What follows belongs to an exercise in optimizing a design on an open flow for small area, a short achievable clock period and few clock cycles; a production flow would make more cautious choices.
At most, simulation tests tie the RTL to the original design; equivalence was not proved.
Function not checked in run 1: the RTL went through the layout flow alone.
No activity file was given, so power comes from the tool's default toggle rates.

==> design/flow/design.v <==
`timescale 1ns/1ps
package tl_bios_pkg;
    localparam int XLEN   = 32;          
    localparam int STRB_W = XLEN / 8;    
    localparam int SID_W  = 2;           
    localparam int ADDR_W = 32;
    localparam int BIOS_BYTES = 128;
    localparam int MEM_IDX_W  = $clog2(BIOS_BYTES);   
    localparam logic [8*BIOS_BYTES-1:0] BIOS_IMAGE = {
        256'h3cc3a55ace8a4602fdb97531e0ac6824df9b5713f0e1d2c3b4a5968778695a4b,
        256'h3c2d1e0f1032547698badcfeefcdab8967452301ffeeddccbbaa998877665544,
        256'h332211000a0d796461657220534f494200c3f2eb10cd0007bb0eb40974c008ac,
        256'haa5590feeb0012e87c40be10cd0003b8fcfb7c00bcc08ed88ec031f000e05bea
    };
    localparam logic [2:0] OP_GET      = 3'd4;
    localparam logic [2:0] OP_PUT_FULL = 3'd0;
    localparam logic [2:0] OP_ACK      = 3'd0;
    localparam logic [2:0] OP_ACK_DATA = 3'd1;
    localparam logic [2:0] SIZE_BYTE = 3'd0;
    localparam logic [2:0] SIZE_HALF = 3'd1;
    localparam logic [2:0] SIZE_WORD = 3'd2;
endpackage
`timescale 1ns/1ps
import tl_bios_pkg::*;
module tl_ul_bios (
    input  logic                              clk,
    input  logic                              reset,
    input  logic                              a_valid,
    output logic                              a_ready,
    input  logic [2:0]                        a_opcode,
    input  logic [2:0]                        a_size,
    input  logic [tl_bios_pkg::SID_W-1:0]     a_source,
    input  logic [tl_bios_pkg::ADDR_W-1:0]    a_address,
    input  logic [tl_bios_pkg::STRB_W-1:0]    a_mask,
    input  logic [tl_bios_pkg::XLEN-1:0]      a_data,
    output logic                              d_valid,
    input  logic                              d_ready,
    output logic [2:0]                        d_opcode,
    output logic [2:0]                        d_size,
    output logic [tl_bios_pkg::SID_W-1:0]     d_source,
    output logic [tl_bios_pkg::XLEN-1:0]      d_data,
    output logic                              d_denied
);
    localparam int WORDS = BIOS_BYTES / 4;
    typedef struct packed {
        logic [4:0]      idx;       
        logic [1:0]      lane;      
        logic [2:0]      size;      
        logic [1:0]      source;    
        logic            ack_data;  
        logic            denied;
        logic            rd;        
        logic            half;      
        logic            word;      
        logic [3:0]      wbe;       
        logic [XLEN-1:0] wdata;     
    } req_t;
    logic        is_get, is_put;
    logic        bad_size, misaligned, past_end, bad_mask, deny;
    logic [3:0]  lanes;
    logic [1:0]  a_lane;
    req_t        a_req;
    assign a_lane = a_address[1:0];
    assign is_get = (a_opcode == OP_GET);
    assign is_put = (a_opcode == OP_PUT_FULL);
    assign bad_size = (a_size > SIZE_WORD);
    assign past_end = |a_address[ADDR_W-1:MEM_IDX_W];
    always_comb begin
        case (a_size)
            SIZE_HALF: misaligned = a_lane[0];
            SIZE_WORD: misaligned = |a_lane;
            default:   misaligned = 1'b0;
        endcase
    end
    always_comb begin
        case (a_size[1:0])
            2'd0:    lanes = 4'b0001 << a_lane;
            2'd1:    lanes = a_lane[1] ? 4'b1100 : 4'b0011;
            default: lanes = 4'b1111;
        endcase
    end
    assign bad_mask = is_put && (a_mask != lanes);
    assign deny     = (!is_get && !is_put) | bad_size | misaligned | past_end | bad_mask;
    always_comb begin
        a_req.idx      = a_address[MEM_IDX_W-1:2];
        a_req.lane     = a_lane;
        a_req.size     = a_size;
        a_req.source   = a_source;
        a_req.ack_data = !is_put;
        a_req.denied   = deny;
        a_req.rd       = is_get && !deny;
        a_req.half     = (a_size[1:0] == 2'd1);
        a_req.word     = a_size[1];
        a_req.wbe      = (is_put && !deny) ? lanes : 4'b0000;
        a_req.wdata[7:0]   = a_data[7:0];
        a_req.wdata[15:8]  = a_lane[0] ? a_data[7:0] : a_data[15:8];
        a_req.wdata[23:16] = a_lane[1] ? a_data[7:0] : a_data[23:16];
        a_req.wdata[31:24] = a_lane[0] ? a_data[7:0] :
                             a_lane[1] ? a_data[15:8] : a_data[31:24];
    end
    req_t  s0, s1, s1_d;
    req_t  s1_n;                 
    logic [WORDS-1:0] sel_lo, sel_hi, sel_lo_d, sel_hi_d;
    logic [WORDS-1:0] wsel_n, wsel_n_d;
    logic  s1_new;       
    logic  s0_v, s1_v;
    logic  accept;
    logic  d_load;       
    logic  s1_free;      
    assign accept  = a_valid & a_ready;
    assign d_load  = ~d_valid | d_ready;
    assign s1_free = ~s1_v | d_load;
    always_ff @(posedge clk or posedge reset) begin
        if (reset) begin
            s0_v    <= 1'b0;
            s1_v    <= 1'b0;
            s1_new  <= 1'b0;
            a_ready <= 1'b0;
        end else begin
            s1_new <= s1_free & (s0_v | accept);
            if (s1_free) begin
                s1_v <= s0_v | accept;
            end
            if (s0_v) begin
                s0_v    <= ~s1_free;
                a_ready <= s1_free;
            end else begin
                s0_v    <= accept & ~s1_free;
                a_ready <= ~(accept & ~s1_free);
            end
        end
    end
    always_comb begin
        s1_d = s0_v ? s0 : a_req;
        s1_n = s1_free ? s1_d : s1;
        for (int w = 0; w < WORDS; w++) begin
            wsel_n_d[w] = ~((s1_d.idx == 5'(w)) | reset);
            sel_lo_d[w] = (s1_n.idx == 5'(w)) & s1_n.rd & (~s1_n.lane[1] | s1_n.word);
            sel_hi_d[w] = (s1_n.idx == 5'(w)) & s1_n.rd & (s1_n.lane[1] | s1_n.word);
        end
    end
    always_ff @(posedge clk) begin
        if (!s0_v) begin
            s0 <= a_req;
        end
        if (s1_free) begin
            s1 <= s1_d;
        end
    end
    always_ff @(posedge clk) begin
        wsel_n <= wsel_n_d;
        sel_lo <= sel_lo_d;
        sel_hi <= sel_hi_d;
    end
    logic [WORDS-1:0][XLEN-1:0] mem;
    logic             mload;             
    logic [3:0]       wbe_now_n;         
    logic [XLEN-1:0]  wd_one, wd_zero;   
    logic [XLEN-1:0]  rword;
    always_ff @(posedge clk) begin
        mload <= reset;
    end
    assign wd_one  = s0.wdata | {XLEN{mload}};
    assign wd_zero = s0.wdata & ~{XLEN{mload}};
    assign wbe_now_n = ~((s0.wbe & {4{s1_new}}) | {4{mload}});
    for (genvar w = 0; w < WORDS; w++) begin : g_word
        for (genvar b = 0; b < STRB_W; b++) begin : g_byte
            logic we;
            assign we = ~(wsel_n[w] | wbe_now_n[b]);
            for (genvar i = 0; i < 8; i++) begin : g_bit
                localparam logic IMG = BIOS_IMAGE[32*w + 8*b + i];
                always_ff @(posedge clk) begin
                    if (we) begin
                        mem[w][8*b + i] <= IMG ? wd_one[8*b + i] : wd_zero[8*b + i];
                    end
                end
            end
        end
    end
    always_comb begin
        rword = '0;
        for (int w = 0; w < WORDS; w++) begin
            rword[15:0]  = rword[15:0]  | (mem[w][15:0]  & {16{sel_lo[w]}});
            rword[31:16] = rword[31:16] | (mem[w][31:16] & {16{sel_hi[w]}});
        end
    end
    logic [XLEN-1:0] rdata;
    always_comb begin
        rdata[7:0]   = s1.lane[0] ? (rword[15:8] | rword[31:24]) :
                                    (rword[7:0]  | (rword[23:16] & {8{~s1.word}}));
        rdata[15:8]  = s1.word ? rword[15:8] :
                       s1.half ? (rword[15:8] | rword[31:24]) : 8'h00;
        rdata[31:16] = s1.word ? rword[31:16] : 16'h0000;
    end
    assign d_opcode[2:1] = 2'b00;
    always_ff @(posedge clk or posedge reset) begin
        if (reset) begin
            d_valid <= 1'b0;
        end else if (d_load) begin
            d_valid <= s1_v;
        end
    end
    always_ff @(posedge clk or posedge reset) begin
        if (reset) begin
            d_opcode[0] <= 1'b0;
            d_size      <= '0;
            d_source    <= '0;
            d_denied    <= 1'b0;
            d_data      <= '0;
        end else if (d_load) begin
            d_opcode[0] <= s1.ack_data;
            d_size   <= s1.size;
            d_source <= s1.source;
            d_denied <= s1.denied;
            d_data   <= rdata;
        end
    end
endmodule
==> design/flow/config.mk <==
export PLATFORM = sky130hd
export DESIGN_NAME = tl_ul_bios
export DESIGN_NICKNAME = tl_ul_bios
export VERILOG_FILES = /design/flow/design.v
export SDC_FILE = /design/flow/constraint.sdc
export NUM_CORES = 4
export LEC_CHECK = 0
export CAP_MARGIN = 20
export CORE_MARGIN = 2
export CORE_UTILIZATION = 70
export CTS_CLUSTER_DIAMETER = 100
export CTS_CLUSTER_SIZE = 30
export SETUP_SLACK_MARGIN = 3.2
export SLEW_MARGIN = 20
==> design/flow/flow/run.sh <==
#!/bin/bash
# Standard layout, except that sizing may swap a cell for one of another
# footprint and the port buffers are buf_2 instead of the smallest buffer.
set -euo pipefail
bash standard.sh synth > flow_synth.log 2>&1
bash standard.sh MATCH_CELL_FOOTPRINT=0 "BUFFER_PORTS_ARGS=-buffer_cell sky130_fd_sc_hd__buf_2" finish > flow_layout.log 2>&1
==> design/flow/constraint.sdc <==
create_clock -name core_clock -period 5.5 [get_ports {clk}]
set_input_delay 1.1000 -clock core_clock [delete_from_list [all_inputs] [get_ports {clk}]]
set_output_delay 1.1000 -clock core_clock [all_outputs]
set_load 0.01 [all_outputs]
==> design/flow/standard.sh <==
#!/bin/bash
# synth_recipe.tcl (not shown) runs the flow's synth.tcl, then flattens the netlist and writes it again
# the make line also repeats each setting of config.mk as NAME=value (left out here)
make -C /OpenROAD-flow-scripts/flow DESIGN_CONFIG=/design/flow/config.mk WORK_HOME=/design/flow/orfs CLKGATE_MAP_FILE= SYNTH_SCRIPT=/design/flow/synth_recipe.tcl "${@:-finish}"
==> flow_summary.yaml, run 1 <==
worst_setup_path:
  setup_crit_path_kind: "in -> reg"
  cpLargestDelayFamily: "simple AND/OR/NAND/NOR gates"
  timing.critical_path.buf_inv: 2
  critical_path.slowest_cell: "sky130_fd_sc_hd__o41ai_4"
  critical_path_capture_point_type: "flip-flop"
  critical_path.max_fanout: 8
  critPathArrivalTime_ns: 3.02
  timing.critical_path.cells: "buf_2 -> nor4_4 -> nand4_1 -> o41ai_4 -> nor2_4 -> buf_12 -> or3_4 -> nor2_4"
  timing.critical_path.slowest_cell_delay_ns: 0.51
  cp_data_required_time_ns: 6.08
  critical-path-top-cell-by-count: "sky130_fd_sc_hd__nor2_4"
  critical_path.startpoint_type: "primary input"
power:
  total_net_switching_power_mw: 4.37
  worst_ir_drop_vdd_v: 0.000284
  clock_share_of_power: 0.252
  netSwitchingFraction: 0.249
  power.density_cell_area_nw_per_um2: 358
  power.combinational.fraction: 0.102
  part_of_the_power_in_registers: 0.646
  static-leakage-power_nw: 16.3
  p_int_mw: 13.2
sta:
  achievable-frequency_mhz: 411
  final.min_clock_period_ns: 2.44
  fin_crit_sh: 0.443
  final-hold-violation-count: 0
  drv_slew: 0
  worst-slew-pin-transition_ns: 1.23
  max_slew_margin: 0.179
  finalSetupViolCount: 0
  setup_repair_after_global_routing_missed_its_margin: "true"
  timing.clock.skew_ns: 0.0357
  setup_tns_ns: 0
drt:
  wire_per_inst_um: 38.8
  route.detailed.vias_per_inst: 7.62
  drtAntennaViolNets: 0
  detailroute.via_count: 28500
  residual_drc: 0
  drt_pre_antenna_iters: 12
  dr.first_iter.drc_count: 5843
  detail_route.wirelength_mm: 145
clocking:
  cts.htree.levels: 2
  cts_inserted_buffers: 47
  clk_root_buffer_cell: "sky130_fd_sc_hd__clkbuf_16"
  ctsLongestPathBuffers: 3
  cts_tree: "yes"
  worst_skew_pair.late_latency_ns: 0.66
  cts_num_sinks: 1235
  clkSlewWorstSetupHoldPaths_ns: 0.12
logic_synthesis:
  synth.lib_cells_used.distinct: 47
  ys_seq_area_frac: 0.804
  synth_area_leader_cell: "sky130_fd_sc_hd__edfxtp_1"
  synthSimpleGateAreaFrac: 0.0626
  post_synth_xor_area_fraction: 0
  ys_warn_count: 1
  ys_seq_elements: 1235
  ys_top_cells_by_area: "sky130_fd_sc_hd__edfxtp_1 (72%), sky130_fd_sc_hd__a22oi_1 (7.0%), sky130_fd_sc_hd__dfxtp_1 (5.5%), sky130_fd_sc_hd__dfrtp_1 (2.5%), sky130_fd_sc_hd__nor2_1 (1.7%)"
  synth_enable_flop_cells: 1069
  synth.cell_area_um2: 44300
  ys_async_sr_fraction: 0.0356
  syn_area_per_cell_um2: 16.5
  synth_top_family_by_area: "compound AO/OA/AOI/OAI gates"
  synth_mux_area_frac: 0.00598
  syn_inst: 2693
  adder_cell_fraction_of_synth_area: 0
  prevailing_post_synth_register_cell: "sky130_fd_sc_hd__edfxtp_1"
  share_of_the_synthesized_area_in_compound_gates_ao_oa_aoi_oai: 0.109
  netlist.area_leader.share: 0.724
min_path:
  hold_class: "reg -> reg"
placement:
  place.detailed.instances: 3607
  buffer_ports.inserted: 120
  dp_hpwl_mm: 90.3
  final_weighted_congestion_of_routability_driven_global_placement: 0.944
global_routing:
  grt_util_all_layers: 0.439
  global_route.overflow_total: 0
  grt_pass1_vias: 26800
  antenna_found_initial: 8
  grt_start_max_net_pins: 53
  first_pass_grt_wire_length_mm: 199
finish:
  final_cell_mix: "sky130_fd_sc_hd__edfxtp_1 (1069), sky130_fd_sc_hd__a22oi_1 (414), sky130_fd_sc_hd__buf_4 (156)"
  area.growth.synth_to_final_pct: 10.8
  fillers: 3557
  non_filler_instance_count_after_layout: 3735
  multi_input_comb_area_um2: 8740
  layout_commonest_cell: "sky130_fd_sc_hd__edfxtp_1"
  proportion_of_layout_cells_with_a_drive_suffix_above_1: 0.193
  final_nets: 2928
  sequential_cell_area_um2: 35700
  fin_util: 0.781
run_status:
  status: "timing/DRC/antenna clean"
die:
  chipHeight_um: 256
  floorplan.io_pins: 123
  dieArea_um2: 65300
  initial_core_util: 0.705
  fp-row-count: 92
  core_area_um2: 62900
  fp.dieW_um: 256
flow_run:
  drv_cap: 0
==> flip-flops by register name, summed over array words and instances (netlist names), named ones only <==
register,count
s1_v,1
s0_v,1
s0,17
sel_lo,32
s1_new,1
d_size,3
d_data,32
d_denied,1
d_source,2
s1,17
d_opcode,1
wsel_n,32
a_ready,1
mem,1024
d_valid,1
mload,1
sel_hi,32
==> Yosys cell counts (all sizes together) (5+ instances only) <==
cell type and instances:
a22o 56, a221oi 48, clkbuf 169, nor4 33, nand2 89, nor2 196
mux2 12, inv 27, edfxtp 1069, o2111ai 7, or2 33, a22oi 416
o21ai 54, nand3 8, dfrtp 44, a31oi 12, dfxtp 122, nand2b 5
nand4 111, nor2b 35, buf 15, nor3 45, a21oi 45, mux2i 13
==> area by class of cell <==
cell class	instances	share of cell area
timing repair buffer	289	0.0429
antenna	3	0.000153
inverter	27	0.00232
sequential	1235	0.727
multi-input combinational	1248	0.178
clock inverter	1	0.000612
clock buffer	86	0.0278
tap	846	0.0216
==> worst register-to-register path, stage by stage, from the launching register on <==
cell                        delay (ns)
sky130_fd_sc_hd__dfxtp_1          0.55
sky130_fd_sc_hd__a22oi_1          0.31
sky130_fd_sc_hd__nand4_1          0.24
sky130_fd_sc_hd__nor4_2           0.43
sky130_fd_sc_hd__o2111ai_1        0.42
sky130_fd_sc_hd__o21ai_0          0.26
sky130_fd_sc_hd__a31oi_1          0.06
==> power by group through the flow <==
stage               combinational (mW)  clock, mW  sequential (mW)
CTS                               1.64       4.37             11.3
finish                            1.80       4.42             11.3
detailed placement                1.51          0             11.5
global placement                  1.47          0             11.5
global route                      1.84       4.67             11.4
floorplan                        0.743          0             11.4
==> routing by layer <==
metal | part of all wire | routed length, um | global-route usage
met5 | 0.0025 | 362 | 0
met4 | 0.053 | 7660 | 0.174
met3 | 0.18 | 25800 | 0.161
met2 | 0.43 | 62200 | 0.630
met1 | 0.34 | 48800 | 0.623
==> metrics by stage <==
stage	worst slack, ns	total power [mW]	cell area [um2]	hold WS (ns)
after detailed placement	2.08	13.0	46600	0.441
after floorplan	2.87	12.1	44600	0.419
after CTS	3.11	17.3	48600	0.467
after global placement	2.17	13.0	46500	0.430
after global routing	3.05	17.9	49100	0.475
final	3.06	17.6	49100	0.457
==> logic make-up after synthesis <==
logic type             Yosys count
AO/OA/AOI/OAI                  656
buffers and inverters          211
other                            1
AND/OR/NAND/NOR                565
multiplexers                    25
flip-flops                    1235
==> final timing paths <==
kind	depth (start not counted)	from	to	slack [ns]
worst max-delay path	8	a_address[8]	sel_lo[12]	3.06
min in group asynchronous	2	reset	d_data[4]	0.70
max in group asynchronous	3	reset	d_size[0]	4.26
worst min-delay path	2	s1[39]	d_denied	0.46
worst max register to register	6	sel_lo[23]	d_data[6]	3.11
worst min register to register	2	s1[39]	d_denied	0.46
==> timing repair <==
action | CTS | global route
hold buffers | 0 | 0
endpoints found under the setup margin | 128 | 211
setup buffers | 21 | 10
gates cloned | 1 | 2
pin swaps | 15 | 16
gates resized for setup | 91 | 71
==> run 2, diff against run 1 <==
--- a/design/flow/design.v
+++ b/design/flow/design.v
@@ -50,7 +50,3 @@
         logic            ack_data;  
-        logic            denied;
-        logic            rd;        
-        logic            half;      
-        logic            word;      
-        logic [3:0]      wbe;       
+        logic            denied;    
         logic [XLEN-1:0] wdata;     
@@ -90,6 +86,2 @@
         a_req.denied   = deny;
-        a_req.rd       = is_get && !deny;
-        a_req.half     = (a_size[1:0] == 2'd1);
-        a_req.word     = a_size[1];
-        a_req.wbe      = (is_put && !deny) ? lanes : 4'b0000;
         a_req.wdata[7:0]   = a_data[7:0];
@@ -102,2 +94,3 @@
     req_t  s1_n;                 
+    logic  s1_n_rd;              
     logic [WORDS-1:0] sel_lo, sel_hi, sel_lo_d, sel_hi_d;
@@ -135,6 +128,7 @@
         s1_n = s1_free ? s1_d : s1;
+        s1_n_rd = s1_n.ack_data & ~s1_n.denied;
         for (int w = 0; w < WORDS; w++) begin
             wsel_n_d[w] = ~((s1_d.idx == 5'(w)) | reset);
-            sel_lo_d[w] = (s1_n.idx == 5'(w)) & s1_n.rd & (~s1_n.lane[1] | s1_n.word);
-            sel_hi_d[w] = (s1_n.idx == 5'(w)) & s1_n.rd & (s1_n.lane[1] | s1_n.word);
+            sel_lo_d[w] = (s1_n.idx == 5'(w)) & s1_n_rd & (~s1_n.lane[1] | s1_n.size[1]);
+            sel_hi_d[w] = (s1_n.idx == 5'(w)) & s1_n_rd & (s1_n.lane[1] | s1_n.size[1]);
         end
@@ -156,2 +150,3 @@
     logic             mload;             
+    logic [3:0]       s0_lanes;
     logic [3:0]       wbe_now_n;         
@@ -164,3 +159,10 @@
     assign wd_zero = s0.wdata & ~{XLEN{mload}};
-    assign wbe_now_n = ~((s0.wbe & {4{s1_new}}) | {4{mload}});
+    always_comb begin
+        case (s0.size[1:0])
+            2'd0:    s0_lanes = 4'b0001 << s0.lane;
+            2'd1:    s0_lanes = s0.lane[1] ? 4'b1100 : 4'b0011;
+            default: s0_lanes = 4'b1111;
+        endcase
+    end
+    assign wbe_now_n = ~((s0_lanes & {4{s1_new & ~s0.ack_data & ~s0.denied}}) | {4{mload}});
     for (genvar w = 0; w < WORDS; w++) begin : g_word
@@ -189,6 +191,6 @@
         rdata[7:0]   = s1.lane[0] ? (rword[15:8] | rword[31:24]) :
-                                    (rword[7:0]  | (rword[23:16] & {8{~s1.word}}));
-        rdata[15:8]  = s1.word ? rword[15:8] :
-                       s1.half ? (rword[15:8] | rword[31:24]) : 8'h00;
-        rdata[31:16] = s1.word ? rword[31:16] : 16'h0000;
+                                    (rword[7:0]  | (rword[23:16] & {8{~s1.size[1]}}));
+        rdata[15:8]  = s1.size[1] ? rword[15:8] :
+                       s1.size[0] ? (rword[15:8] | rword[31:24]) : 8'h00;
+        rdata[31:16] = s1.size[1] ? rword[31:16] : 16'h0000;
     end
==> run 2 against run 1 <==
  * Sequential power barely moved
  * Wire length fell by 2.3%
  * Final cell count fell by 1.3%
  * Register-to-register slack barely moved
  * Non-clock buffer count fell by 25
  * Critical path type is now reg -> out
  * Die area fell by 0.43%
  * Power fell by 2.8%
  * Largest cell class unchanged
  * Via count fell by 2.6%
  * Clock power fell by 1%
==> flow_summary.yaml, run 2 <==
worst_setup_path:
  cp_data_required_time_ns: 4.40
  critical_path.slowest_cell: "sky130_fd_sc_hd__dfrtp_1"
  timing.critical_path.buf_inv: 1
  reg2reg_slack_ns: 3.12
  cpLargestDelayFamily: "flip-flops"
  critical_r2r_launch: "sel_lo[23]"
  timing.critical_path.cells: "buf_2"
  critical_path_capture_point_type: "output pin"
  timing.critical_path.slowest_cell_delay_ns: 0.48
  critPathArrivalTime_ns: 1.32
  critical_path.max_fanout: 2
  setup_crit_path_kind: "reg -> out"
  critical_path.startpoint_type: "flip-flop"
  worst_setup_path_startpoint: "d_data[5]"
sta:
  setup_repair_after_global_routing_missed_its_margin: "true"
  final-hold-violation-count: 0
  timing.clock.skew_ns: 0.0276
  drv_slew: 0
  worst-slew-pin-transition_ns: 1.15
  fin_crit_sh: 0.440
  setup_tns_ns: 0
  achievable-frequency_mhz: 413
  max_slew_margin: 0.231
  finalSetupViolCount: 0
  final.min_clock_period_ns: 2.42
logic_synthesis:
  synth_top_family_by_area: "compound AO/OA/AOI/OAI gates"
  synth_area_leader_cell: "sky130_fd_sc_hd__edfxtp_1"
  synth.lib_cells_used.distinct: 64
  ys_top_cells_by_area: "sky130_fd_sc_hd__edfxtp_1 (72%), sky130_fd_sc_hd__a22oi_1 (7.2%), sky130_fd_sc_hd__dfxtp_1 (5.4%), sky130_fd_sc_hd__dfrtp_1 (2.5%), sky130_fd_sc_hd__nor2_1 (1.8%)"
  adder_cell_fraction_of_synth_area: 0
  ys_async_sr_fraction: 0.0359
  netlist.area_leader.share: 0.722
  share_of_the_synthesized_area_in_compound_gates_ao_oa_aoi_oai: 0.112
  post_synth_xor_area_fraction: 0
  synth_enable_flop_cells: 1061
  syn_inst: 2665
  synth_mux_area_frac: 0.00663
  syn_area_per_cell_um2: 16.6
  synthTopCellsByCount: "sky130_fd_sc_hd__edfxtp_1 (1061), sky130_fd_sc_hd__a22oi_1 (426), sky130_fd_sc_hd__nor2_1 (217), sky130_fd_sc_hd__clkbuf_1 (157), sky130_fd_sc_hd__dfxtp_1 (120)"
  ys_warn_count: 1
  ys_seq_area_frac: 0.801
  synth.cell_area_um2: 44100
  synth_most_common_cell: "sky130_fd_sc_hd__edfxtp_1"
  synthSimpleGateAreaFrac: 0.0614
  ys_seq_elements: 1225
  prevailing_post_synth_register_cell: "sky130_fd_sc_hd__edfxtp_1"
die:
  fp-row-count: 92
  chipHeight_um: 255
  floorplan.io_pins: 123
  core_area_um2: 62700
  dieArea_um2: 65100
  initial_core_util: 0.703
  fp.dieW_um: 255
run_status:
  status: "timing/DRC/antenna clean"
drt:
  drtAntennaViolNets: 0
  wire_per_inst_um: 38.4
  dr.first_iter.drc_count: 5309
  residual_drc: 0
  route.detailed.vias_per_inst: 7.52
  drt_pre_antenna_iters: 7
  detail_route.wirelength_mm: 141
  detailroute.via_count: 27700
global_routing:
  antenna_found_initial: 3
  grt_start_max_net_pins: 49
  global_route.overflow_total: 0
  first_pass_grt_wire_length_mm: 193
  grt_pass1_vias: 26300
  grt_util_all_layers: 0.439
clocking:
  clk_root_buffer_cell: "sky130_fd_sc_hd__clkbuf_16"
  ctsLongestPathBuffers: 3
  clkSlewWorstSetupHoldPaths_ns: 0.11
  cts.htree.levels: 2
  cts_inserted_buffers: 46
  cts_tree: "yes"
  worst_skew_pair.late_latency_ns: 0.65
  cts_num_sinks: 1225
min_path:
  timing.hold.worst.start: "s1[35]"
  hold_class: "reg -> reg"
finish:
  layout_commonest_cell: "sky130_fd_sc_hd__edfxtp_1"
  proportion_of_layout_cells_with_a_drive_suffix_above_1: 0.196
  fin_util: 0.772
  final_cell_mix: "sky130_fd_sc_hd__edfxtp_1 (1061), sky130_fd_sc_hd__a22oi_1 (425), sky130_fd_sc_hd__buf_4 (142)"
  fillers: 3645
  final_nets: 2880
  largest-register: "mem"
  largest_register_ff_count: 1024
  area.growth.synth_to_final_pct: 9.75
flow_run:
  drv_cap: 0
power:
  worst_ir_drop_vdd_v: 0.000304
  power.density_cell_area_nw_per_um2: 352
  static-leakage-power_nw: 15.9
placement:
  dp_hpwl_mm: 87.9
  final_weighted_congestion_of_routability_driven_global_placement: 0.920
  buffer_ports.inserted: 120
[run 2: metrics by stage]
step / std cells / total power, mW / hold slack [ns] / worst slack (ns) / cell area [um2]
global placement: 3580 / 12.6 / 0.428 / 2.22 / 46100
floorplan: 2666 / 11.9 / 0.422 / 3.13 / 44200
CTS: 3674 / 16.9 / 0.465 / 3.10 / 48100
global route: 3684 / 17.4 / 0.500 / 3.10 / 48400
finish: 3686 / 17.1 / 0.464 / 3.08 / 48400
detailed placement: 3582 / 12.7 / 0.440 / 2.22 / 46100
[run 2: path summary, 6_finish.rpt]
kind | cells past startpoint | to
max | 1 | d_data[5]
min | 2 | d_source[1]
max reg2reg | 7 | d_data[6]
min reg2reg | 2 | d_source[1]
max in group asynchronous | 3 | d_data[6]
min in group asynchronous | 2 | d_data[5]
[run 2: cell type report]
type                    count  area [um2]  share of cell area
well taps                 846        1060              0.0219
diodes                      2        5.00            0.000103
inverters                  20        83.8             0.00173
flip-flops and latches   1225       35400               0.731
clock buffers              85        1360              0.0281
repair buffers            264        1810              0.0373
multi-input cells        1243        8730               0.180
clock inverters             1        6.26            0.000129
[run 2: timing repair]
item	in CTS	in global routing
gates cloned	0	0
hold buffers	0	0
pin swaps	4	6
buffers inserted	6	9
setup endpoints to repair	1203	494
resized for setup	138	53
[run 2: power by group]
| part | total [mW] | internal [mW] | switching [mW] |
|---|---|---|---|
| sequential | 11.1 | 10.8 | 0.336 |
| combinational | 1.56 | 0.426 | 1.14 |
| clock | 4.37 | 1.71 | 2.66 |
[run 2: routing by layer]
layer,vias to the layer above,routed length (um),share of wire,GRT usage
met5,-,22,0.00016,0
met4,4,7150,0.051,0.181
met3,452,26300,0.19,0.176
met2,2806,60200,0.43,0.622
met1,13600,47800,0.34,0.616
li1,10800,-,-,-
[run 2: kinds of logic after synthesis]
| kind of cell | after synthesis |
|---|---|
| AND/OR/NAND/NOR | 551 |
| other | 1 |
| flip-flops | 1225 |
| buffers and inverters | 198 |
| multiplexers | 27 |
| AO/OA/AOI/OAI | 663 |
Testbench counts of run 2, summed over its fixed seeds: cycles 16,024.
==> run 3, diff against run 2 <==
--- a/design/flow/config.mk
+++ b/design/flow/config.mk
@@ -9,6 +9,6 @@
 export CORE_MARGIN = 2
-export CORE_UTILIZATION = 70
+export CORE_UTILIZATION = 60
 export CTS_CLUSTER_DIAMETER = 100
 export CTS_CLUSTER_SIZE = 30
-export SETUP_SLACK_MARGIN = 3.2
+export SETUP_SLACK_MARGIN = 3.1
 export SLEW_MARGIN = 20
==> run 3 against run 2 <==
  * Still clean on timing, DRC and antenna
  * Wire length rose by 4.3%
  * Sequential cell count unchanged
  * Maximum frequency is 2.6% lower
  * Register-to-register slack got worse by 0.11 ns
  * Synthesized cell count unchanged
  * Final cell count increased by 3.6%
  * Combinational power barely moved
==> flow_summary.yaml, run 3 <==
placement:
  dp_hpwl_mm: 92.6
  buffer_ports.inserted: 120
  final_weighted_congestion_of_routability_driven_global_placement: 0.911
  place.detailed.instances: 3725
worst_setup_path:
  timing.critical_path.cells: "buf_4 -> a22oi_1 -> nand4_1 -> nor4_4 -> buf_4 -> o2111ai_1 -> o21ai_0 -> a31oi_1"
  cp_data_required_time_ns: 6.08
  critical-path-top-cell-by-count: "sky130_fd_sc_hd__buf_4"
  setup_crit_path_kind: "reg -> reg"
  critical_path.startpoint_type: "flip-flop"
  critical_path_capture_point_type: "flip-flop"
  timing.critical_path.slowest_cell_delay_ns: 0.55
  critical_path.slowest_cell: "sky130_fd_sc_hd__dfxtp_1"
  critical_path.max_fanout: 14
  critPathArrivalTime_ns: 3.07
logic_synthesis:
  synth_top_family_by_area: "compound AO/OA/AOI/OAI gates"
  ys_warn_count: 1
  post_synth_xor_area_fraction: 0
  netlist.area_leader.share: 0.722
  synth_mux_area_frac: 0.00663
  ys_seq_elements: 1225
  ys_async_sr_fraction: 0.0359
  share_of_the_synthesized_area_in_compound_gates_ao_oa_aoi_oai: 0.112
  syn_area_per_cell_um2: 16.6
  synth.cell_area_um2: 44100
  syn_inst: 2665
  ys_top_cells_by_area: "sky130_fd_sc_hd__edfxtp_1 (72%), sky130_fd_sc_hd__a22oi_1 (7.2%), sky130_fd_sc_hd__dfxtp_1 (5.4%), sky130_fd_sc_hd__dfrtp_1 (2.5%), sky130_fd_sc_hd__nor2_1 (1.8%)"
  synth_enable_flop_cells: 1061
  synth.lib_cells_used.distinct: 64
  prevailing_post_synth_register_cell: "sky130_fd_sc_hd__edfxtp_1"
  adder_cell_fraction_of_synth_area: 0
  ys_seq_area_frac: 0.801
  synth_area_leader_cell: "sky130_fd_sc_hd__edfxtp_1"
  synth_most_common_cell: "sky130_fd_sc_hd__edfxtp_1"
  synthTopCellsByCount: "sky130_fd_sc_hd__edfxtp_1 (1061), sky130_fd_sc_hd__a22oi_1 (426), sky130_fd_sc_hd__nor2_1 (217), sky130_fd_sc_hd__clkbuf_1 (157), sky130_fd_sc_hd__dfxtp_1 (120)"
  synthSimpleGateAreaFrac: 0.0614
die:
  dieArea_um2: 75700
  chipHeight_um: 275
  fp-row-count: 99
  fp.dieW_um: 275
  core_area_um2: 72800
  initial_core_util: 0.606
  floorplan.io_pins: 123
finish:
  largest-register: "mem"
  final_cell_mix: "sky130_fd_sc_hd__edfxtp_1 (1061), sky130_fd_sc_hd__a22oi_1 (426), sky130_fd_sc_hd__buf_4 (159)"
  final_nets: 2899
  sequential_cell_area_um2: 35400
  multi_input_comb_area_um2: 8570
  fillers: 5048
  area.growth.synth_to_final_pct: 9.97
  proportion_of_layout_cells_with_a_drive_suffix_above_1: 0.190
  largest_register_ff_count: 1024
  fin_util: 0.666
  non_filler_instance_count_after_layout: 3817
  layout_commonest_cell: "sky130_fd_sc_hd__edfxtp_1"
drt:
  detailroute.via_count: 27800
  residual_drc: 0
  dr.first_iter.drc_count: 5115
  drtAntennaViolNets: 0
  detail_route.wirelength_mm: 148
  drt_pre_antenna_iters: 6
  route.detailed.vias_per_inst: 7.27
  wire_per_inst_um: 38.7
power:
  worst_ir_drop_vdd_v: 0.000252
  report.power.total_mw: 17.1
  power.density_cell_area_nw_per_um2: 353
  static-leakage-power_nw: 16.0
min_path:
  hold_class: "reg -> reg"
sta:
  drv_slew: 0
  fin_crit_sh: 0.452
  worst-slew-pin-transition_ns: 1.37
  achievable-frequency_mhz: 402
  worst_hold_slack_ns: 0.462
  setup_repair_after_global_routing_missed_its_margin: "true"
  finalSetupViolCount: 0
  setup_tns_ns: 0
  final.min_clock_period_ns: 2.49
  timing.clock.skew_ns: 0.0227
  final-hold-violation-count: 0
  max_slew_margin: 0.0854
global_routing:
  global_route.overflow_total: 0
  grt_util_all_layers: 0.390
  first_pass_grt_wire_length_mm: 200
  grt_pass1_vias: 25900
  grt_start_max_net_pins: 49
  antenna_found_initial: 8
flow_run:
  drv_cap: 0
clocking:
  cts_tree: "yes"
  worst_skew_pair.late_latency_ns: 0.66
  cts.hold.buffers_added: 0
  cts.htree.levels: 2
  ctsLongestPathBuffers: 3
  clkSlewWorstSetupHoldPaths_ns: 0.12
  cts_num_sinks: 1225
  cts_inserted_buffers: 46
  clk_root_buffer_cell: "sky130_fd_sc_hd__clkbuf_16"
run_status:
  status: "timing/DRC/antenna clean"
-- run 3: cell counts after synthesis --
Identical to the previous run, type by type.
-- run 3: routing by layer --
layer,vias up,track usage,wire (um)
met5,-,0.00501,112
met4,12,0.124,5380
met3,337,0.108,21800
met2,2356,0.574,64900
met1,14200,0.573,55400
li1,10900,-,-
-- run 3: layout make-up --
| type | count | area share |
|---|---|---|
| Multi-Input combinational cell | 1243 | 0.177 |
| Sequential cell | 1225 | 0.729 |
| Tap cell | 959 | 0.0247 |
| Clock inverter | 2 | 0.000980 |
| Inverter | 20 | 0.00168 |
| Clock buffer | 84 | 0.0280 |
| Timing Repair Buffer | 283 | 0.0390 |
| Antenna cell | 1 | 0.0000516 |
-- run 3: kinds of logic after synthesis --
group / count (synthesis)
mux: 27
simple gates: 551
buf+inv: 198
flops: 1225
compound gates: 663
other cells: 1
-- run 3: what timing repair did --
item	CTS	global route
hold endpoints to repair	0	0
pin swaps	1	6
endpoints found under the setup margin	645	90
setup buffers	1	3
resized for setup	98	32
-- run 3: where the power goes --
| group | switching (mW) | leakage, nW | internal [mW] |
|---|---|---|---|
| Clock | 2.68 | 0.672 | 1.77 |
| Combinational | 1.17 | 3.89 | 0.413 |
| Sequential | 0.304 | 11.4 | 10.8 |
-- run 3: worst paths after layout --
path | startpoint | to | slack [ns] | cells past startpoint
worst max-delay path | sel_hi[7] | d_data[3] | 3.01 | 8
worst min register to register | s1[38] | d_size[2] | 0.46 | 2
worst min-delay path | s1[38] | d_size[2] | 0.46 | 2
min in group asynchronous | reset | d_data[7] | 0.72 | 2
worst max register to register | sel_hi[7] | d_data[3] | 3.01 | 8
max in group asynchronous | reset | d_data[12] | 4.27 | 3
-- run 3: worst max-delay path: cells and delay by family (launching register included) --
kind	cells	cell delay (ns)
and+or+nand+nor	2	0.23
buffers and inverters	2	0.59
DFF	1	0.55
AOI/OAI and AO/OA	4	1.02
-- run 3: metrics by stage --
stage,cell area (um2),setup WS (ns)
finish,48500,3.01
global route,48500,3.03
CTS,48300,2.93
detailed placement,46500,2.18
global placement,46400,2.25
floorplan,44100,3.10
==> run 4, diff against run 3 <==
--- a/design/flow/config.mk
+++ b/design/flow/config.mk
@@ -9,6 +9,6 @@
 export CORE_MARGIN = 2
-export CORE_UTILIZATION = 60
+export CORE_UTILIZATION = 65
 export CTS_CLUSTER_DIAMETER = 100
 export CTS_CLUSTER_SIZE = 30
-export SETUP_SLACK_MARGIN = 3.1
+export SETUP_SLACK_MARGIN = 3.25
 export SLEW_MARGIN = 20
==> run 4 against run 3 <==
  * Still clean
  * First-iteration DRC count decreased by 3.4%
  * Cell area rose by 0.68%
  * Core utilization up 6.1 points
  * Via count up 0.63%
  * Critical endpoint is now d_data[0]
==> flow_summary.yaml, run 4 <==
sta:
  setup_repair_after_global_routing_missed_its_margin: "true"
  layout_setup_ws_ns: 3.08
  timing.clock.skew_ns: 0.0348
  max_slew_margin: 0.224
  achievable-frequency_mhz: 413
  final.min_clock_period_ns: 2.42
  finalSetupViolCount: 0
  final-hold-violation-count: 0
  drv_slew: 0
  setup_tns_ns: 0
  worst_hold_slack_ns: 0.469
  fin_crit_sh: 0.440
  worst-slew-pin-transition_ns: 1.16
drt:
  residual_drc: 0
  dr.first_iter.drc_count: 4942
  route.detailed.vias_per_inst: 7.46
  detailroute.via_count: 27900
  drt_pre_antenna_iters: 6
  wire_per_inst_um: 39.0
  detail_route.wirelength_mm: 146
  drtAntennaViolNets: 0
die:
  fp-row-count: 95
  chipHeight_um: 265
  fp.dieW_um: 265
  dieArea_um2: 70000
  floorplan.io_pins: 123
  initial_core_util: 0.657
  core_area_um2: 67200
clocking:
  clkSlewWorstSetupHoldPaths_ns: 0.11
  worst_skew_pair.late_latency_ns: 0.67
  clk_root_buffer_cell: "sky130_fd_sc_hd__clkbuf_16"
  cts.htree.levels: 2
  ctsLongestPathBuffers: 3
  cts_num_sinks: 1225
  cts_inserted_buffers: 46
  cts_tree: "yes"
  cts.hold.buffers_added: 0
finish:
  largest-register: "mem"
  layout.cell_area.non_filler_um2: 48900
  area.growth.synth_to_final_pct: 10.7
  final_nets: 2914
  largest_register_ff_count: 1024
  layout_commonest_cell: "sky130_fd_sc_hd__edfxtp_1"
  final_cell_mix: "sky130_fd_sc_hd__edfxtp_1 (1061), sky130_fd_sc_hd__a22oi_1 (422), sky130_fd_sc_hd__buf_4 (169)"
  proportion_of_layout_cells_with_a_drive_suffix_above_1: 0.206
logic_synthesis:
  ys_seq_elements: 1225
  synth.lib_cells_used.distinct: 64
  syn_inst: 2665
  ys_seq_area_frac: 0.801
  ys_async_sr_fraction: 0.0359
  ys_warn_count: 1
  synth_most_common_cell: "sky130_fd_sc_hd__edfxtp_1"
  netlist.area_leader.share: 0.722
  synth.cell_area_um2: 44100
  synth_enable_flop_cells: 1061
  ys_top_cells_by_area: "sky130_fd_sc_hd__edfxtp_1 (72%), sky130_fd_sc_hd__a22oi_1 (7.2%), sky130_fd_sc_hd__dfxtp_1 (5.4%), sky130_fd_sc_hd__dfrtp_1 (2.5%), sky130_fd_sc_hd__nor2_1 (1.8%)"
  syn_area_per_cell_um2: 16.6
  prevailing_post_synth_register_cell: "sky130_fd_sc_hd__edfxtp_1"
  synth_area_leader_cell: "sky130_fd_sc_hd__edfxtp_1"
  synthTopCellsByCount: "sky130_fd_sc_hd__edfxtp_1 (1061), sky130_fd_sc_hd__a22oi_1 (426), sky130_fd_sc_hd__nor2_1 (217), sky130_fd_sc_hd__clkbuf_1 (157), sky130_fd_sc_hd__dfxtp_1 (120)"
global_routing:
  globalRouteMet2Util: 0.601
  grt_start_max_net_pins: 57
  met1_usage_grt: 0.608
  first_pass_grt_wire_length_mm: 199
  global_route.overflow_total: 0
  grt_use_met3: 0.136
  grt_pass1_vias: 26100
  grt_util_all_layers: 0.416
  grt_most_used_layer: "met1"
  antenna_found_initial: 4
worst_setup_path:
  critical_path_capture_point_type: "output pin"
  cp_data_required_time_ns: 4.40
  setup_crit_path_kind: "reg -> out"
  critical_path.startpoint_type: "flip-flop"
  critical_path.slowest_cell: "sky130_fd_sc_hd__dfrtp_2"
  cpLargestDelayFamily: "flip-flops"
  timing.critical_path.slowest_cell_delay_ns: 0.50
  critPathArrivalTime_ns: 1.32
  timing.critical_path.cells: "buf_6"
  timing.critical_path.buf_inv: 1
  critical_path.max_fanout: 2
run_status:
  status: "timing/DRC/antenna clean"
placement:
  final_weighted_congestion_of_routability_driven_global_placement: 0.923
  dp_hpwl_mm: 90.7
  buffer_ports.inserted: 120
  placed_cell_area_um2: 46400
  detailedPlace.worstSlack_ns: 2.11
power:
  static-leakage-power_nw: 16.1
  power.density_cell_area_nw_per_um2: 351
  worst_ir_drop_vdd_v: 0.000347
  report.power.total_mw: 17.1
flow_run:
  drv_cap: 0
min_path:
  hold_class: "reg -> reg"
-- run 4: report_power, final --
group	internal [mW]	switching, mW	total, mW	leakage [nW]
logic	0.468	1.18	1.65	4.06
clock network	1.65	2.71	4.35	0.630
registers	10.8	0.333	11.1	11.4
total	12.9	4.22	17.1	16.1
-- run 4: final timing paths --
| kind | slack (ns) | start | cells past startpoint | to |
|---|---|---|---|---|
| max in group asynchronous | 4.28 | reset | 3 | d_data[24] |
| hold / removal | 0.47 | s1[40] | 2 | s1[40] |
| setup / recovery | 3.08 | d_data[0] | 1 | d_data[0] |
| hold reg to reg | 0.47 | s1[40] | 2 | s1[40] |
| setup reg to reg | 3.21 | mload | 2 | mem[415] |
| min in group asynchronous | 0.73 | reset | 2 | d_data[7] |
-- run 4: kinds of logic after synthesis --
kind of cell	synth area share
compound gates	0.112
buf+inv	0.0181
flops	0.801
mux	0.00663
other cells	0.0000850
simple gates	0.0614
-- run 4: layout make-up --
type | instances | area (um2)
Multi-Input combinational cell | 1243 | 8890
Sequential cell | 1225 | 35400
Clock buffer | 82 | 1310
Clock inverter | 2 | 15.0
Antenna cell | 1 | 2.50
Tap cell | 873 | 1090
Fill cell | 4169 | 18300
Inverter | 20 | 88.8
Timing Repair Buffer | 298 | 2080
-- run 4: stage by stage --
step | cells | utilization
6_report | 3744 | 0.728
5_1_grt | 3743 | 0.728
4_1_cts | 3730 | 0.721
3_5_place_dp | 3629 | 0.690
3_3_place_gp | 3626 | 0.689
2_1_floorplan | 2666 | -
-- run 4: per-layer routing --
layer | part of all wire | vias to the layer above
li1 | - | 10900
met1 | 0.36 | 14000
met2 | 0.43 | 2675
met3 | 0.17 | 357
met4 | 0.038 | 6
met5 | 0.00028 | -
-- run 4: what timing repair did --
action,CTS,global route
resized for setup,149,49
pin swaps,11,20
cloned,0,1
setup buffers,17,11
setup endpoints to repair,1150,176
==> run 5, diff against run 4 <==
--- a/design/flow/config.mk
+++ b/design/flow/config.mk
@@ -9,6 +9,6 @@
 export CORE_MARGIN = 2
-export CORE_UTILIZATION = 65
+export CORE_UTILIZATION = 75
 export CTS_CLUSTER_DIAMETER = 100
 export CTS_CLUSTER_SIZE = 30
-export SETUP_SLACK_MARGIN = 3.25
+export SETUP_SLACK_MARGIN = 3.3
 export SLEW_MARGIN = 20
==> run 5 against run 4 <==
  * Still clean
  * Core utilization is 12 points higher
  * Power increased by 0.35%
  * Final cell count is 3.1% lower
  * Die area shrank 13%
  * Critical path type unchanged
  * Largest power group unchanged
==> flow_summary.yaml, run 5 <==
run_status:
  status: "timing/DRC/antenna clean"
sta:
  drv_slew: 0
  worst_hold_slack_ns: 0.471
  timing.clock.skew_ns: 0.0264
  max_slew_margin: 0.261
  fin_crit_sh: 0.439
  finalSetupViolCount: 0
  setup_repair_after_global_routing_missed_its_margin: "true"
  final.min_clock_period_ns: 2.42
  final-hold-violation-count: 0
  setup_tns_ns: 0
  achievable-frequency_mhz: 414
  worst-slew-pin-transition_ns: 1.11
finish:
  layout_commonest_cell: "sky130_fd_sc_hd__edfxtp_1"
  proportion_of_layout_cells_with_a_drive_suffix_above_1: 0.211
  sequential_cell_area_um2: 35400
  area.growth.synth_to_final_pct: 11.2
  fillers: 2635
  multi_input_comb_area_um2: 9180
  largest_register_ff_count: 1024
  largest-register: "mem"
  final_nets: 2899
  non_filler_instance_count_after_layout: 3627
  final_cell_mix: "sky130_fd_sc_hd__edfxtp_1 (1061), sky130_fd_sc_hd__a22oi_1 (418), sky130_fd_sc_hd__buf_4 (144)"
worst_setup_path:
  critical_r2r_launch: "s0[32]"
  timing.critical_path.cells: "buf_2"
  cp_data_required_time_ns: 4.40
  reg2reg_slack_ns: 3.20
  cpLargestDelayFamily: "flip-flops"
  rr_worst_depth: 4
  worst-path-stages: 1
  critical_path.max_fanout: 2
  timing.critical_path.slowest_cell_delay_ns: 0.47
  worst_setup_path_startpoint: "d_data[27]"
  worstSetupEndpoint: "d_data[27]"
  critical_path_capture_point_type: "output pin"
  critical_path.slowest_cell: "sky130_fd_sc_hd__dfrtp_1"
  reg2reg_to: "mem[587]"
  critical_path.startpoint_type: "flip-flop"
  critPathArrivalTime_ns: 1.32
  setup_crit_path_kind: "reg -> out"
  timing.critical_path.buf_inv: 1
drt:
  dr.first_iter.drc_count: 5481
  drt_pre_antenna_iters: 6
  route.detailed.vias_per_inst: 7.96
  detail_route.wirelength_mm: 144
  drtAntennaViolNets: 0
  wire_per_inst_um: 39.7
  residual_drc: 0
  detailroute.via_count: 28900
logic_synthesis:
  synth_top_family_by_area: "compound AO/OA/AOI/OAI gates"
  synth_most_common_cell: "sky130_fd_sc_hd__edfxtp_1"
  synth_enable_flop_cells: 1061
  ys_seq_area_frac: 0.801
  synth_area_leader_cell: "sky130_fd_sc_hd__edfxtp_1"
  synth.lib_cells_used.distinct: 64
  ys_top_cells_by_area: "sky130_fd_sc_hd__edfxtp_1 (72%), sky130_fd_sc_hd__a22oi_1 (7.2%), sky130_fd_sc_hd__dfxtp_1 (5.4%), sky130_fd_sc_hd__dfrtp_1 (2.5%), sky130_fd_sc_hd__nor2_1 (1.8%)"
  share_of_the_synthesized_area_in_compound_gates_ao_oa_aoi_oai: 0.112
  post_synth_xor_area_fraction: 0
  synth.cell_area_um2: 44100
  synthTopCellsByCount: "sky130_fd_sc_hd__edfxtp_1 (1061), sky130_fd_sc_hd__a22oi_1 (426), sky130_fd_sc_hd__nor2_1 (217), sky130_fd_sc_hd__clkbuf_1 (157), sky130_fd_sc_hd__dfxtp_1 (120)"
  syn_area_per_cell_um2: 16.6
  ys_async_sr_fraction: 0.0359
  syn_inst: 2665
  synth_mux_area_frac: 0.00663
  synthSimpleGateAreaFrac: 0.0614
  prevailing_post_synth_register_cell: "sky130_fd_sc_hd__edfxtp_1"
  netlist.area_leader.share: 0.722
  ys_seq_elements: 1225
  adder_cell_fraction_of_synth_area: 0
  ys_warn_count: 1
min_path:
  hold-path-cell-count: 2
  hold_class: "reg -> reg"
global_routing:
  grt_util_all_layers: 0.476
  globalRouteMet2Util: 0.668
  grt_use_met3: 0.186
  first_pass_grt_wire_length_mm: 196
  antenna_found_initial: 5
  grt_most_used_layer: "met2"
  met1_usage_grt: 0.653
  grt_start_max_net_pins: 45
  global_route.overflow_total: 0
  grt_pass1_vias: 27300
clocking:
  cts.hold.buffers_added: 0
  clkSlewWorstSetupHoldPaths_ns: 0.12
  cts_inserted_buffers: 46
  clk_root_buffer_cell: "sky130_fd_sc_hd__clkbuf_16"
  cts.htree.levels: 2
  cts_tree: "yes"
  ctsLongestPathBuffers: 3
  worst_skew_pair.late_latency_ns: 0.67
  cts_num_sinks: 1225
placement:
  buffer_ports.inserted: 120
  dp_hpwl_mm: 86.6
  place.detailed.instances: 3497
  final_weighted_congestion_of_routability_driven_global_placement: 0.932
power:
  report.power.total_mw: 17.2
  static-leakage-power_nw: 16.2
  worst_ir_drop_vdd_v: 0.000393
  power.density_cell_area_nw_per_um2: 350
die:
  initial_core_util: 0.762
  core_area_um2: 57900
  dieArea_um2: 60800
  chipHeight_um: 247
  fp-row-count: 88
  floorplan.io_pins: 123
  fp.dieW_um: 247
flow_run:
  drv_cap: 0
[run 5: cell counts after synthesis]
No cell type changed its count.
[run 5: what timing repair did]
action | CTS | global route
setup buffers | 20 | 16
pin swaps | 12 | 22
cloned | 0 | 1
endpoints found under the setup margin | 1259 | 852
resized for setup | 166 | 130
[run 5: power by group]
group | internal, mW | total (mW) | leakage, nW | switching, mW
logic | 0.492 | 1.68 | 4.08 | 1.19
registers | 10.8 | 11.2 | 11.4 | 0.374
clock network | 1.71 | 4.34 | 0.651 | 2.64
total | 13.0 | 17.2 | 16.2 | 4.20
[run 5: final cells by class]
cell class,instances,area share
antenna,5,0.000255
inverter,20,0.00184
clock inverter,1,0.000127
clock buffer,85,0.0277
tap,765,0.0195
multi-input combinational,1243,0.187
timing repair buffer,283,0.0421
sequential,1225,0.721
[run 5: worst min-delay path by stage]
stage | to | from
2_1_floorplan | d_size[2] | s1[38]
5_1_grt | s1[40] | s1[40]
3_3_place_gp | d_source[0] | s1[34]
3_5_place_dp | d_size[2] | s1[38]
6_report | d_source[0] | s1[34]
4_1_cts | d_source[0] | s1[34]
[run 5: kinds of logic after synthesis]
family / after synthesis
DFF: 1225
AOI/OAI and AO/OA: 663
and+or+nand+nor: 551
buffers and inverters: 198
muxes: 27
other: 1
[run 5: layer usage]
layer / wire length (um) / up-vias
li1: - / 10900
met1: 44700 / 13800
met5: 22 / -
met2: 61700 / 3487
met4: 9340 / 4
met3: 28200 / 665
[run 5: through the flow]
| step | cell area, um2 | setup WS, ns | utilization |
|---|---|---|---|
| 5_1_grt | 49100 | 3.10 | 0.847 |
| 4_1_cts | 48200 | 3.10 | 0.833 |
| 3_5_place_dp | 46000 | 2.13 | 0.794 |
| 3_3_place_gp | 46000 | 2.19 | 0.794 |
| 2_1_floorplan | 44200 | 3.13 | - |
| 6_report | 49100 | 3.08 | 0.847 |
[run 5: worst reg2reg max path, stage by stage, from the launching register on]
cell and delay [ns]:
sky130_fd_sc_hd__dfxtp_1 0.39, sky130_fd_sc_hd__nor3b_4 0.46, sky130_fd_sc_hd__a21oi_2 0.10, sky130_fd_sc_hd__buf_4 0.36, sky130_fd_sc_hd__nor2_2 0.62
==> run 6, diff against run 5 <==
--- a/design/flow/config.mk
+++ b/design/flow/config.mk
@@ -9,3 +9,3 @@
 export CORE_MARGIN = 2
-export CORE_UTILIZATION = 75
+export CORE_UTILIZATION = 70
 export CTS_CLUSTER_DIAMETER = 100
==> run 6 against run 5 <==
  * Clock-buffer cell count unchanged
  * Hold slack improved by 0.0051 ns
  * Synthesized cell count unchanged
  * Critical path type unchanged
==> flow_summary.yaml, run 6 <==
sta:
  achievable-frequency_mhz: 419
  setup_repair_after_global_routing_missed_its_margin: "true"
  max_slew_margin: 0.264
  fin_crit_sh: 0.434
  setup_tns_ns: 0
  drv_slew: 0
  timing.clock.skew_ns: 0.0250
  final.min_clock_period_ns: 2.38
  finalSetupViolCount: 0
  final-hold-violation-count: 0
  worst-slew-pin-transition_ns: 1.10
global_routing:
  grt_start_max_net_pins: 55
  grt_pass1_vias: 26300
  global_route.overflow_total: 0
  grt_util_all_layers: 0.438
  first_pass_grt_wire_length_mm: 193
  antenna_found_initial: 3
worst_setup_path:
  critical_path_capture_point_type: "output pin"
  timing.critical_path.cells: "buf_2"
  critical_path.max_fanout: 2
  critical_path.startpoint_type: "flip-flop"
  cpLargestDelayFamily: "flip-flops"
  timing.critical_path.buf_inv: 1
  setup_crit_path_kind: "reg -> out"
  critical_path.slowest_cell: "sky130_fd_sc_hd__dfrtp_1"
  cp_data_required_time_ns: 4.40
  critPathArrivalTime_ns: 1.28
  timing.critical_path.slowest_cell_delay_ns: 0.46
power:
  worst_ir_drop_vdd_v: 0.000297
  static-leakage-power_nw: 16.2
  power.density_cell_area_nw_per_um2: 350
clocking:
  cts_inserted_buffers: 46
  cts_tree: "yes"
  clkSlewWorstSetupHoldPaths_ns: 0.11
  cts.htree.levels: 2
  clk_root_buffer_cell: "sky130_fd_sc_hd__clkbuf_16"
  ctsLongestPathBuffers: 3
  worst_skew_pair.late_latency_ns: 0.65
  cts.hold.buffers_added: 0
  cts_num_sinks: 1225
logic_synthesis:
  ys_seq_elements: 1225
  ys_async_sr_fraction: 0.0359
  synthTopCellsByCount: "sky130_fd_sc_hd__edfxtp_1 (1061), sky130_fd_sc_hd__a22oi_1 (426), sky130_fd_sc_hd__nor2_1 (217), sky130_fd_sc_hd__clkbuf_1 (157), sky130_fd_sc_hd__dfxtp_1 (120)"
  synth_area_leader_cell: "sky130_fd_sc_hd__edfxtp_1"
  netlist.area_leader.share: 0.722
  synth_most_common_cell: "sky130_fd_sc_hd__edfxtp_1"
  syn_inst: 2665
  syn_area_per_cell_um2: 16.6
  synth.lib_cells_used.distinct: 64
  ys_seq_area_frac: 0.801
  synth.cell_area_um2: 44100
  ys_top_cells_by_area: "sky130_fd_sc_hd__edfxtp_1 (72%), sky130_fd_sc_hd__a22oi_1 (7.2%), sky130_fd_sc_hd__dfxtp_1 (5.4%), sky130_fd_sc_hd__dfrtp_1 (2.5%), sky130_fd_sc_hd__nor2_1 (1.8%)"
  ys_warn_count: 1
  prevailing_post_synth_register_cell: "sky130_fd_sc_hd__edfxtp_1"
  synth_enable_flop_cells: 1061
drt:
  drtAntennaViolNets: 0
  dr.first_iter.drc_count: 5612
  dr_wl_met3_mm: 24.8
  drt_pre_antenna_iters: 6
  detail_route.wirelength_mm: 143
  route.detailed.vias_per_inst: 7.58
  maxUsedRoutingLayer: "met5"
  residual_drc: 0
  wire_per_inst_um: 38.5
  routedLengthMet1_mm: 49.4
  met2WireLength_mm: 61.0
  detailroute.via_count: 28100
finish:
  layout_commonest_cell: "sky130_fd_sc_hd__edfxtp_1"
  multi_input_comb_area_um2: 9060
  final_cell_mix: "sky130_fd_sc_hd__edfxtp_1 (1061), sky130_fd_sc_hd__a22oi_1 (423), sky130_fd_sc_hd__buf_4 (142)"
  sequential_cell_area_um2: 35400
  fin_util: 0.783
  fillers: 3562
  area.growth.synth_to_final_pct: 11.2
  largest-register: "mem"
  proportion_of_layout_cells_with_a_drive_suffix_above_1: 0.214
  largest_register_ff_count: 1024
  final_nets: 2905
die:
  floorplan.io_pins: 123
  fp-row-count: 92
  core_area_um2: 62700
  dieArea_um2: 65100
  fp.dieW_um: 255
  chipHeight_um: 255
  initial_core_util: 0.703
placement:
  dp_hpwl_mm: 87.9
  buffer_ports.inserted: 120
  final_weighted_congestion_of_routability_driven_global_placement: 0.916
min_path:
  hold_class: "reg -> reg"
run_status:
  status: "timing/DRC/antenna clean"
flow_run:
  drv_cap: 0
[run 6: changes by cell type in the layout (fill, tap and decap cells not counted), moves of 3 or more]
cell                       change
sky130_fd_sc_hd__a221oi_2      +8
sky130_fd_sc_hd__nor3_2        +3
sky130_fd_sc_hd__diode_2       -4
sky130_fd_sc_hd__buf_6         +7
sky130_fd_sc_hd__nor4_1        -3
sky130_fd_sc_hd__a221oi_1      -8
sky130_fd_sc_hd__a22oi_1       +5
sky130_fd_sc_hd__nor3_4        -4
sky130_fd_sc_hd__dfrtp_2       -3
sky130_fd_sc_hd__nor2_4       -31
sky130_fd_sc_hd__dfrtp_1       +3
sky130_fd_sc_hd__nor2_2       +33
sky130_fd_sc_hd__a22oi_2       -5
[run 6: layout make-up]
cell class | instances | area share
clock buffers | 85 | 0.0277
multi-input cells | 1243 | 0.185
clock inverters | 1 | 0.000127
well taps | 846 | 0.0216
diodes | 1 | 0.0000510
flip-flops and latches | 1225 | 0.721
inverters | 20 | 0.00181
repair buffers | 289 | 0.0431
[run 6: timing repair]
action / in CTS / in global routing
setup endpoints to repair: 1159 / 261
gates resized for setup: 194 / 90
gates cloned: 0 / 1
setup buffers: 17 / 17
pin swaps: 11 / 29
[run 6: worst min-delay path: cells and delay by family, from the launching register on]
family | cells | cell delay (ns)
flops | 1 | 0.33
compound gates | 1 | 0.05
buf+inv | 1 | 0.06
[run 6: path summary, 6_finish.rpt]
check | depth (start not counted) | slack (ns) | start | endpoint
worst max-delay path | 1 | 3.12 | d_data[1] | d_data[1]
worst min register to register | 2 | 0.48 | s1[40] | s1[40]
worst max register to register | 4 | 3.23 | s0[32] | mem[849]
worst min-delay path | 2 | 0.48 | s1[40] | s1[40]
max in group asynchronous | 3 | 4.22 | reset | d_data[29]
min in group asynchronous | 2 | 0.77 | reset | d_data[0]
[run 6: through the flow]
| stage | hold WS, ns | setup WS [ns] | cell area [um2] | power, mW | std cells |
|---|---|---|---|---|---|
| 2_1_floorplan | 0.422 | 3.13 | 44200 | 11.9 | 2666 |
| 3_3_place_gp | 0.426 | 2.20 | 46100 | 12.6 | 3585 |
| 3_5_place_dp | 0.444 | 2.14 | 46200 | 12.7 | 3587 |
| 4_1_cts | 0.468 | 3.10 | 48400 | 16.9 | 3690 |
| 5_1_grt | 0.501 | 3.10 | 49100 | 17.5 | 3709 |
| 6_report | 0.476 | 3.12 | 49100 | 17.2 | 3710 |
[run 6: routing by layer]
layer,vias up,global-route usage
met5,-,0
met4,2,0.191
met3,504,0.147
met2,2870,0.621
met1,13800,0.631
li1,10900,-
[run 6: kinds of logic (layout without fill, tap and decap cells)]
kind of cell           Yosys count  count (layout)  synth area share
DFF                           1225            1225             0.801
AOI/OAI and AO/OA              663             663             0.112
and+or+nand+nor                551             551            0.0614
buffers and inverters          198             395            0.0181
muxes                           27              27           0.00663
other                            1               3         0.0000850
[run 6: report_power, final]
part / leakage, nW / switching [mW] / internal, mW
sequential: 11.4 / 0.336 / 10.8
combinational: 4.09 / 1.19 / 0.483
clock: 0.651 / 2.65 / 1.71
total: 16.2 / 4.18 / 13.0

[separate check: timing with driven ports]
The results above use ideal ports. As a check the final layouts listed here were re-extracted and re-timed, cells and wires unchanged.
Step 1, drivers: a clkbuf_16 drives clk and a buf_2 each remaining input, both assumed.
Step 2 times the ports against the registers' clock, not the clock port: input delays grow and output delays shrink by t, the midpoint of the rising clock arrivals with the driver on.
Three values: ideal ports, drivers, drivers and shift; two values: the first two.
run | t, ns | slack for setup (ns) | latest minus earliest clock arrival (ns) | worst slew at a driven data input, ns
run 1 | 0.713 | 3.064 / 3.032 / 2.394 | 0.046 / 0.046 | 0.12
run 2 | 0.710 | 3.078 / 3.010 / 2.620 | 0.031 / 0.030 | 0.10
run 3 | 0.719 | 3.014 / 3.014 / 2.468 | 0.024 / 0.024 | 0.11
run 4 | 0.722 | 3.079 / 3.011 / 2.615 | 0.035 / 0.035 | 0.12
run 5 | 0.720 | 3.084 / 3.019 / 2.621 | 0.032 / 0.032 | 0.10
run 6 | 0.709 | 3.115 / 3.046 / 2.650 | 0.028 / 0.028 | 0.06
After both steps setup and hold are still met in every run listed. For run 1, which loses most, drivers alone change the setup slack by -0.032 ns; drivers and shift together by -0.670 ns.
